Background: an optimization exercise with open tools, aiming at small area and a short achievable clock period. Do not read the settings as production practice.
At most, simulation tests tie the RTL to the original design; equivalence was not proved.
Power is estimated from default activity; no workload was simulated.

==> inputs of job 2917 <==
==> flow/design.v <==
module if_npc_btb (
   input  logic        cpu_clk,
   input  logic        cpu_rstn,
   input  logic [31:0] pc,
   input  logic        if_valid,
   output logic        pred_taken,
   output logic [31:0] pred_target,
   output logic [31:0] npc,
   input  logic        ex_valid,
   input  logic [31:0] ex_pc,
   input  logic        ex_taken,
   input  logic [31:0] ex_target,
   input  logic        ex_pred_taken,
   input  logic [31:0] ex_pred_target,
   output logic        pred_error,
   output logic        jump_taken,
   output logic [31:0] mispred_cnt
);
   logic [15:0] r_valid;
   logic [1:0]  r_ctr    [16];
   logic [25:0] r_tag    [16];
   logic [29:0] r_target [16];
   logic [31:0] r_mispred_cnt;
   logic [15:0]      w_sel, w_ex_sel, w_tk;
   logic [16*26-1:0] w_tags;
   logic [16*30-1:0] w_tgt_in;
   logic [16*29-1:0] w_ex_in;
   always_comb begin
      for (int e = 0; e < 16; e++) begin
         w_sel[e]    = (pc[5:2] == 4'(e));
         w_ex_sel[e] = (ex_pc[5:2] == 4'(e));
         w_tk[e]     = r_valid[e] & r_ctr[e][1];
         w_tags[e*26 +: 26]   = r_tag[e];
         w_tgt_in[e*30 +: 30] = r_target[e];
         w_ex_in[e*29 +: 29]  = {r_valid[e], r_ctr[e], r_tag[e]};
      end
   end
   logic [3:0]  w_dlo, w_dhi;
   logic        w_en;
   logic [15:0] w_m1, w_m2;
   logic [3:0]  w_ptn;
   logic        w_pt;
   btb_dec2 u_dlo (.a(pc[3:2]), .y(w_dlo));
   btb_dec2 u_dhi (.a(pc[5:4]), .y(w_dhi));
   assign w_en = cpu_rstn & if_valid;
   for (genvar e = 0; e < 16; e++) begin : g_match
      btb_match u_match (.a(r_tag[e]), .b(pc[31:6]), .tk(w_tk[e]), .lo(w_dlo[e%4]),
                         .hi(w_dhi[e/4]), .en(w_en), .m1(w_m1[e]), .m2(w_m2[e]));
   end
   btb_hitor u_pt0 (.m1(w_m1), .m2(w_m2), .ptn(w_ptn[0]), .pt(w_pt));
   btb_hitor u_pt1 (.m1(w_m1), .m2(w_m2), .ptn(w_ptn[1]), .pt());
   btb_hitor u_pt2 (.m1(w_m1), .m2(w_m2), .ptn(w_ptn[2]), .pt());
   btb_hitor u_pt3 (.m1(w_m1), .m2(w_m2), .ptn(w_ptn[3]), .pt());
   assign pred_taken = w_pt;
   logic [29:0] w_rd_target_n;
   btb_rdmux #(30) u_pc_rd (.sel(w_sel), .d(w_tgt_in), .qn(w_rd_target_n));
   logic [31:0] w_pc_plus4, w_tgt, w_redir, w_npc_t, w_npc_n;
   assign w_pc_plus4 = pc + 32'd4;
   assign w_tgt      = {~w_rd_target_n, 2'b00};
   assign pred_error = cpu_rstn & ex_valid &
                       ((ex_taken != ex_pred_taken) |
                        (ex_taken & (ex_target != ex_pred_target)));
   assign jump_taken = cpu_rstn & ex_valid & ex_taken & ~pred_error;
   assign w_redir    = ex_taken ? ex_target : (ex_pc + 32'd4);
   assign w_npc_t    = pred_error ? w_redir : w_tgt;
   assign w_npc_n    = pred_error ? w_redir : w_pc_plus4;
   btb_muxi #(16) u_out0 (.s(w_ptn[0]), .an(~w_pc_plus4[15:0]),  .bn(~w_tgt[15:0]),    .y(pred_target[15:0]));
   btb_muxi #(16) u_out1 (.s(w_ptn[1]), .an(~w_pc_plus4[31:16]), .bn(~w_tgt[31:16]),   .y(pred_target[31:16]));
   btb_muxi #(16) u_out2 (.s(w_ptn[2]), .an(~w_npc_n[15:0]),     .bn(~w_npc_t[15:0]),  .y(npc[15:0]));
   btb_muxi #(16) u_out3 (.s(w_ptn[3]), .an(~w_npc_n[31:16]),    .bn(~w_npc_t[31:16]), .y(npc[31:16]));
   logic       w_ex_rd_valid, w_ex_hit, w_ctr_we, w_ent_we;
   logic [1:0] w_ex_rd_ctr, w_ctr_nxt;
   logic [25:0] w_ex_rd_tag;
   logic [28:0] w_ex_rd_n;
   btb_rdmux #(29) u_ex_rd (.sel(w_ex_sel), .d(w_ex_in), .qn(w_ex_rd_n));
   assign {w_ex_rd_valid, w_ex_rd_ctr, w_ex_rd_tag} = ~w_ex_rd_n;
   assign w_ex_hit = w_ex_rd_valid & (w_ex_rd_tag == ex_pc[31:6]);
   assign w_ctr_we = cpu_rstn & ex_valid & (w_ex_hit | ex_taken);
   assign w_ent_we = cpu_rstn & ex_valid & ex_taken;
   always_comb begin
      if (!w_ex_hit)
         w_ctr_nxt = 2'b10;
      else if (ex_taken)
         w_ctr_nxt = (w_ex_rd_ctr == 2'b11) ? 2'b11 : w_ex_rd_ctr + 2'd1;
      else
         w_ctr_nxt = (w_ex_rd_ctr == 2'b00) ? 2'b00 : w_ex_rd_ctr - 2'd1;
   end
   always_ff @(posedge cpu_clk or negedge cpu_rstn) begin
      if (!cpu_rstn)
         r_valid <= '0;
      else
         r_valid <= r_valid | (w_ex_sel & {16{w_ent_we}});
   end
   always_ff @(posedge cpu_clk) begin
      for (int e = 0; e < 16; e++) begin
         if (w_ex_sel[e] && w_ctr_we) r_ctr[e] <= w_ctr_nxt;
         if (w_ex_sel[e] && w_ent_we) begin
            r_tag[e]    <= ex_pc[31:6];
            r_target[e] <= ex_target[31:2];
         end
      end
   end
   always_ff @(posedge cpu_clk or negedge cpu_rstn) begin
      if (!cpu_rstn)
         r_mispred_cnt <= 32'd0;
      else if (pred_error)
         r_mispred_cnt <= r_mispred_cnt + 32'd1;
   end
   assign mispred_cnt = r_mispred_cnt;
endmodule
module btb_rdmux #(parameter int W = 1) (
   input  logic [15:0]     sel,
   input  logic [16*W-1:0] d,
   output logic [W-1:0]    qn
);
   for (genvar i = 0; i < W; i++) begin : g_bit
      logic [5:0] y;
      logic [1:0] z;
      for (genvar j = 0; j < 5; j++) begin : g_a
         btb_a222oi u_a (.a1(sel[3*j]),   .a2(d[(3*j)*W+i]),
                         .b1(sel[3*j+1]), .b2(d[(3*j+1)*W+i]),
                         .c1(sel[3*j+2]), .c2(d[(3*j+2)*W+i]), .y(y[j]));
      end
      btb_nand2 u_n15 (.a(sel[15]), .b(d[15*W+i]), .y(y[5]));
      btb_nand3 u_z0 (.a(y[0]), .b(y[1]), .c(y[2]), .y(z[0]));
      btb_nand3 u_z1 (.a(y[3]), .b(y[4]), .c(y[5]), .y(z[1]));
      btb_nor2  u_q  (.a(z[0]), .b(z[1]), .y(qn[i]));
   end
endmodule
module btb_match (
   input  logic [25:0] a,
   input  logic [25:0] b,
   input  logic        tk,
   input  logic        lo,
   input  logic        hi,
   input  logic        en,
   output logic        m1,
   output logic        m2
);
   logic [27:0] t;
   logic [7:0]  n;
   for (genvar k = 0; k < 26; k++) begin : g_eq
      btb_xnor2 u_x (.a(a[k]), .b(b[k]), .y(t[k]));
   end
   assign t[26] = tk;
   assign t[27] = lo;
   for (genvar j = 0; j < 7; j++) begin : g_n
      btb_nand4 u_n (.a(t[4*j]), .b(t[4*j+1]), .c(t[4*j+2]), .d(t[4*j+3]), .y(n[j]));
   end
   btb_nand2 u_n7 (.a(hi), .b(en), .y(n[7]));
   btb_nor4 u_m1 (.a(n[0]), .b(n[1]), .c(n[2]), .d(n[3]), .y(m1));
   btb_nor4 u_m2 (.a(n[4]), .b(n[5]), .c(n[6]), .d(n[7]), .y(m2));
endmodule
module btb_dec2 (
   input  logic [1:0] a,
   output logic [3:0] y
);
   assign y = 4'b0001 << a;
endmodule
module btb_hitor (
   input  logic [15:0] m1,
   input  logic [15:0] m2,
   output logic        ptn,
   output logic        pt
);
   logic [7:0] a;
   logic [1:0] p;
   for (genvar j = 0; j < 8; j++) begin : g_a
      btb_a22oi u_a (.a1(m1[2*j]), .a2(m2[2*j]), .b1(m1[2*j+1]), .b2(m2[2*j+1]), .y(a[j]));
   end
   btb_nand4 u_p0 (.a(a[0]), .b(a[1]), .c(a[2]), .d(a[3]), .y(p[0]));
   btb_nand4 u_p1 (.a(a[4]), .b(a[5]), .c(a[6]), .d(a[7]), .y(p[1]));
   btb_nor2 u_ptn (.a(p[0]), .b(p[1]), .y(ptn));
   btb_or2  u_pt  (.a(p[0]), .b(p[1]), .y(pt));
endmodule
module btb_xnor2 (input logic a, b, output logic y);
   assign y = ~(a ^ b);
endmodule
module btb_nand4 (input logic a, b, c, d, output logic y);
   assign y = ~(a & b & c & d);
endmodule
module btb_nor4 (input logic a, b, c, d, output logic y);
   assign y = ~(a | b | c | d);
endmodule
module btb_nor3 (input logic a, b, c, output logic y);
   assign y = ~(a | b | c);
endmodule
module btb_nor2 (input logic a, b, output logic y);
   assign y = ~(a | b);
endmodule
module btb_or2 (input logic a, b, output logic y);
   assign y = a | b;
endmodule
module btb_a222oi (input logic a1, a2, b1, b2, c1, c2, output logic y);
   assign y = ~((a1 & a2) | (b1 & b2) | (c1 & c2));
endmodule
module btb_nand2 (input logic a, b, output logic y);
   assign y = ~(a & b);
endmodule
module btb_nand3 (input logic a, b, c, output logic y);
   assign y = ~(a & b & c);
endmodule
module btb_a22oi (input logic a1, a2, b1, b2, output logic y);
   assign y = ~((a1 & a2) | (b1 & b2));
endmodule
module btb_muxi #(parameter int W = 1) (
   input  logic         s,
   input  logic [W-1:0] an,
   input  logic [W-1:0] bn,
   output logic [W-1:0] y
);
   assign y = ~(s ? an : bn);
endmodule
==> flow/flow/run.sh <==
#!/bin/bash
# Standard synthesis and layout (standard.sh), with the extra ORFS settings
# in flow/extra.mk (port buffer cell, clock tree options) and the pin
# placement constraints in flow/io.tcl.
set -uo pipefail
cat flow/extra.mk >> config.mk
echo "export IO_CONSTRAINTS = $PWD/flow/io.tcl" >> config.mk
bash standard.sh > flow_standard.log 2>&1
==> flow/flow/extra.mk <==
export BUFFER_PORTS_ARGS = -buffer_cell sky130_fd_sc_hd__buf_1
export CTS_ARGS = -sink_clustering_enable -repair_clock_nets -dont_use_dummy_load -sink_clustering_size 24 -sink_clustering_max_diameter 120 -buf_list {sky130_fd_sc_hd__clkbuf_16}
==> flow/flow/io.tcl <==
# All signal pins on the bottom edge, as bit slices in order.
set_io_pin_constraint -region bottom:* -group -order -pin_names {cpu_clk cpu_rstn if_valid ex_valid ex_taken pc[0] ex_pc[0] ex_target[0] ex_pred_target[0] pred_target[0] npc[0] mispred_cnt[0] pc[1] ex_pc[1] ex_target[1] ex_pred_target[1] pred_target[1] npc[1] mispred_cnt[1] pc[2] ex_pc[2] ex_target[2] ex_pred_target[2] pred_target[2] npc[2] mispred_cnt[2] pc[3] ex_pc[3] ex_target[3] ex_pred_target[3] pred_target[3] npc[3] mispred_cnt[3] pc[4] ex_pc[4] ex_target[4] ex_pred_target[4] pred_target[4] npc[4] mispred_cnt[4] pc[5] ex_pc[5] ex_target[5] ex_pred_target[5] pred_target[5] npc[5] mispred_cnt[5] pc[6] ex_pc[6] ex_target[6] ex_pred_target[6] pred_target[6] npc[6] mispred_cnt[6] pc[7] ex_pc[7] ex_target[7] ex_pred_target[7] pred_target[7] npc[7] mispred_cnt[7] pc[8] ex_pc[8] ex_target[8] ex_pred_target[8] pred_target[8] npc[8] mispred_cnt[8] pc[9] ex_pc[9] ex_target[9] ex_pred_target[9] pred_target[9] npc[9] mispred_cnt[9] pc[10] ex_pc[10] ex_target[10] ex_pred_target[10] pred_target[10] npc[10] mispred_cnt[10] pc[11] ex_pc[11] ex_target[11] ex_pred_target[11] pred_target[11] npc[11] mispred_cnt[11] pc[12] ex_pc[12] ex_target[12] ex_pred_target[12] pred_target[12] npc[12] mispred_cnt[12] pc[13] ex_pc[13] ex_target[13] ex_pred_target[13] pred_target[13] npc[13] mispred_cnt[13] pc[14] ex_pc[14] ex_target[14] ex_pred_target[14] pred_target[14] npc[14] mispred_cnt[14] pc[15] ex_pc[15] ex_target[15] ex_pred_target[15] pred_target[15] npc[15] mispred_cnt[15] ex_pred_taken pred_taken pred_error jump_taken pc[16] ex_pc[16] ex_target[16] ex_pred_target[16] pred_target[16] npc[16] mispred_cnt[16] pc[17] ex_pc[17] ex_target[17] ex_pred_target[17] pred_target[17] npc[17] mispred_cnt[17] pc[18] ex_pc[18] ex_target[18] ex_pred_target[18] pred_target[18] npc[18] mispred_cnt[18] pc[19] ex_pc[19] ex_target[19] ex_pred_target[19] pred_target[19] npc[19] mispred_cnt[19] pc[20] ex_pc[20] ex_target[20] ex_pred_target[20] pred_target[20] npc[20] mispred_cnt[20] pc[21] ex_pc[21] ex_target[21] ex_pred_target[21] pred_target[21] npc[21] mispred_cnt[21] pc[22] ex_pc[22] ex_target[22] ex_pred_target[22] pred_target[22] npc[22] mispred_cnt[22] pc[23] ex_pc[23] ex_target[23] ex_pred_target[23] pred_target[23] npc[23] mispred_cnt[23] pc[24] ex_pc[24] ex_target[24] ex_pred_target[24] pred_target[24] npc[24] mispred_cnt[24] pc[25] ex_pc[25] ex_target[25] ex_pred_target[25] pred_target[25] npc[25] mispred_cnt[25] pc[26] ex_pc[26] ex_target[26] ex_pred_target[26] pred_target[26] npc[26] mispred_cnt[26] pc[27] ex_pc[27] ex_target[27] ex_pred_target[27] pred_target[27] npc[27] mispred_cnt[27] pc[28] ex_pc[28] ex_target[28] ex_pred_target[28] pred_target[28] npc[28] mispred_cnt[28] pc[29] ex_pc[29] ex_target[29] ex_pred_target[29] pred_target[29] npc[29] mispred_cnt[29] pc[30] ex_pc[30] ex_target[30] ex_pred_target[30] pred_target[30] npc[30] mispred_cnt[30] pc[31] ex_pc[31] ex_target[31] ex_pred_target[31] pred_target[31] npc[31] mispred_cnt[31]}
==> flow/standard.sh <==
#!/bin/bash
# synth_recipe.tcl (not shown) runs the flow's synth.tcl, then flattens the netlist and writes it again
# the make line also repeats each setting of config.mk as NAME=value (left out here)
make -C /OpenROAD-flow-scripts/flow DESIGN_CONFIG=/design/flow/config.mk WORK_HOME=/design/flow/orfs CLKGATE_MAP_FILE= SYNTH_SCRIPT=/design/flow/synth_recipe.tcl "${@:-finish}"
==> flow/config.mk <==
export PLATFORM = sky130hd
export DESIGN_NAME = if_npc_btb
export DESIGN_NICKNAME = if_npc_btb
export VERILOG_FILES = /design/flow/design.v
export SDC_FILE = /design/flow/constraint.sdc
export NUM_CORES = 4
export LEC_CHECK = 0
export CAP_MARGIN = 20
export CORE_MARGIN = 2
export CORE_UTILIZATION = 40
export SETUP_SLACK_MARGIN = 2.2
export SLEW_MARGIN = 20
export SYNTH_HIERARCHICAL = 1
export TNS_END_PERCENT = 0
export BUFFER_PORTS_ARGS = -buffer_cell sky130_fd_sc_hd__buf_1
export CTS_ARGS = -sink_clustering_enable -repair_clock_nets -dont_use_dummy_load -sink_clustering_size 24 -sink_clustering_max_diameter 120 -buf_list {sky130_fd_sc_hd__clkbuf_16}
export IO_CONSTRAINTS = /design/flow/flow/io.tcl
==> flow/constraint.sdc <==
create_clock -name core_clock -period 6.5 [get_ports {cpu_clk}]
set_input_delay 1.3000 -clock core_clock [delete_from_list [all_inputs] [get_ports {cpu_clk}]]
set_output_delay 1.3000 -clock core_clock [all_outputs]
set_load 0.01 [all_outputs]
==> job 5919 (differences from job 2917) <==
--- a/flow/design.v
+++ b/flow/design.v
@@ -57,13 +57,22 @@
    logic [31:0] w_pc_plus4, w_tgt, w_redir, w_npc_t, w_npc_n;
    assign w_pc_plus4 = pc + 32'd4;
    assign w_tgt      = {~w_rd_target_n, 2'b00};
-   assign pred_error = cpu_rstn & ex_valid &
-                       ((ex_taken != ex_pred_taken) |
-                        (ex_taken & (ex_target != ex_pred_target)));
+   logic [1:0] w_tne;
+   logic [3:0] w_perr;
+   logic       w_vn, w_tmis;
+   btb_tcmp u_tcmp (.a(ex_target), .b(ex_pred_target), .ne(w_tne));
+   assign w_vn   = ~(cpu_rstn & ex_valid);
+   assign w_tmis = ex_taken ^ ex_pred_taken;
+   for (genvar c = 0; c < 4; c++) begin : g_perr
+      btb_perr u_perr (.ne(w_tne), .taken(ex_taken), .tmis(w_tmis), .vn(w_vn), .perr(w_perr[c]));
+   end
+   assign pred_error = w_perr[0];
    assign jump_taken = cpu_rstn & ex_valid & ex_taken & ~pred_error;
    assign w_redir    = ex_taken ? ex_target : (ex_pc + 32'd4);
-   assign w_npc_t    = pred_error ? w_redir : w_tgt;
-   assign w_npc_n    = pred_error ? w_redir : w_pc_plus4;
+   btb_mux2 #(16) u_nt0 (.s(w_perr[0]), .a(w_redir[15:0]),  .b(w_tgt[15:0]),       .y(w_npc_t[15:0]));
+   btb_mux2 #(16) u_nt1 (.s(w_perr[1]), .a(w_redir[31:16]), .b(w_tgt[31:16]),      .y(w_npc_t[31:16]));
+   btb_mux2 #(16) u_nn0 (.s(w_perr[2]), .a(w_redir[15:0]),  .b(w_pc_plus4[15:0]),  .y(w_npc_n[15:0]));
+   btb_mux2 #(16) u_nn1 (.s(w_perr[3]), .a(w_redir[31:16]), .b(w_pc_plus4[31:16]), .y(w_npc_n[31:16]));
    btb_muxi #(16) u_out0 (.s(w_ptn[0]), .an(~w_pc_plus4[15:0]),  .bn(~w_tgt[15:0]),    .y(pred_target[15:0]));
    btb_muxi #(16) u_out1 (.s(w_ptn[1]), .an(~w_pc_plus4[31:16]), .bn(~w_tgt[31:16]),   .y(pred_target[31:16]));
    btb_muxi #(16) u_out2 (.s(w_ptn[2]), .an(~w_npc_n[15:0]),     .bn(~w_npc_t[15:0]),  .y(npc[15:0]));
@@ -203,6 +212,39 @@
 module btb_a22oi (input logic a1, a2, b1, b2, output logic y);
    assign y = ~((a1 & a2) | (b1 & b2));
 endmodule
+module btb_tcmp (
+   input  logic [31:0] a,
+   input  logic [31:0] b,
+   output logic [1:0]  ne
+);
+   logic [31:0] x;
+   logic [7:0]  q;
+   for (genvar k = 0; k < 32; k++) begin : g_x
+      btb_xor2 u_x (.a(a[k]), .b(b[k]), .y(x[k]));
+   end
+   for (genvar j = 0; j < 8; j++) begin : g_q
+      btb_nor4 u_q (.a(x[4*j]), .b(x[4*j+1]), .c(x[4*j+2]), .d(x[4*j+3]), .y(q[j]));
+   end
+   btb_nand4 u_ne0 (.a(q[0]), .b(q[1]), .c(q[2]), .d(q[3]), .y(ne[0]));
+   btb_nand4 u_ne1 (.a(q[4]), .b(q[5]), .c(q[6]), .d(q[7]), .y(ne[1]));
+endmodule
+module btb_perr (
+   input  logic [1:0] ne,
+   input  logic       taken,
+   input  logic       tmis,
+   input  logic       vn,
+   output logic       perr
+);
+   logic y;
+   btb_a221oi u_a (.a1(taken), .a2(ne[0]), .b1(taken), .b2(ne[1]), .c1(tmis), .y(y));
+   btb_nor2   u_p (.a(y), .b(vn), .y(perr));
+endmodule
+module btb_xor2 (input logic a, b, output logic y);
+   assign y = a ^ b;
+endmodule
+module btb_a221oi (input logic a1, a2, b1, b2, c1, output logic y);
+   assign y = ~((a1 & a2) | (b1 & b2) | c1);
+endmodule
 module btb_muxi #(parameter int W = 1) (
    input  logic         s,
    input  logic [W-1:0] an,
@@ -211,3 +253,11 @@
 );
    assign y = ~(s ? an : bn);
 endmodule
+module btb_mux2 #(parameter int W = 1) (
+   input  logic         s,
+   input  logic [W-1:0] a,
+   input  logic [W-1:0] b,
+   output logic [W-1:0] y
+);
+   assign y = s ? a : b;
+endmodule
==> flow/flow/run.sh (replaced) <==
#!/bin/bash
# Standard synthesis and layout (standard.sh), with the extra ORFS settings
# in flow/extra.mk (port buffer cell, clock tree options).
set -uo pipefail
cat flow/extra.mk >> config.mk
bash standard.sh > flow_standard.log 2>&1
- IO_CONSTRAINTS: /design/flow/flow/io.tcl -> default
- TNS_END_PERCENT: 0 -> default
removed: flow/flow/io.tcl
==> job 7730 (differences from job 2917) <==
- CORE_UTILIZATION: 40 -> 50
- SETUP_SLACK_MARGIN: 2.2 -> 2.4
==> notes <==
- Setup slack, lowest first: job 7730, job 5919, job 2917.
- Of job 7730 and job 5919, job 5919 has the higher via count (gap 3.6%, measured against job 5919).
- Power, highest first: job 5919, job 2917, job 7730.
- Between job 2917 and job 5919, the lower synthesized area is in job 2917 (gap 2.3%, measured against job 5919).
- In job 5919 the cell area is larger than in job 2917, by 8.6%.
- In sequential cell count, job 7730 and job 5919 do not differ.
- Global-route usage: job 7730 is higher than job 5919 (6.1 points).
- In job 5919 the non-clock buffer count is higher than in job 2917, by 138.
Function not checked in job 5919: the RTL went through the layout flow alone.

-- afterwards: timing with drivers on the ports --
In the flow no input, the clock included, has a driving cell. The finished layouts below were timed again as built, in two steps.
Step 1: set_driving_cell puts a clkbuf_16 on cpu_clk and a buf_2 on each other input, an assumption about the parent block.
Step 2 also shifts input and output timing later by t, the mid clock arrival at the registers, as if the neighbouring blocks saw the same clock.
Three values: ideal, step 1, step 2; two values: the first two.
run | t (ns) | setup slack, ns | worst setup path at the end | latest minus earliest clock arrival (ns) | slew at the worst register clock pin (ns)
job 2917 | 0.716 | 1.437 / 1.390 / 0.883 | input to register | 0.082 / 0.082 | 0.10 / 0.10
job 5919 | 0.738 | 1.355 / 1.318 / 1.318 | input to output | 0.049 / 0.049 | 0.10 / 0.10
job 7730 | 0.684 | 1.353 / 1.331 / 0.905 | input to register | 0.058 / 0.057 | 0.12 / 0.12
After both steps every run listed still meets setup and hold. The setup slack of job 2917, which loses most, moves by -0.047 ns with the drivers and by -0.554 ns with both steps.
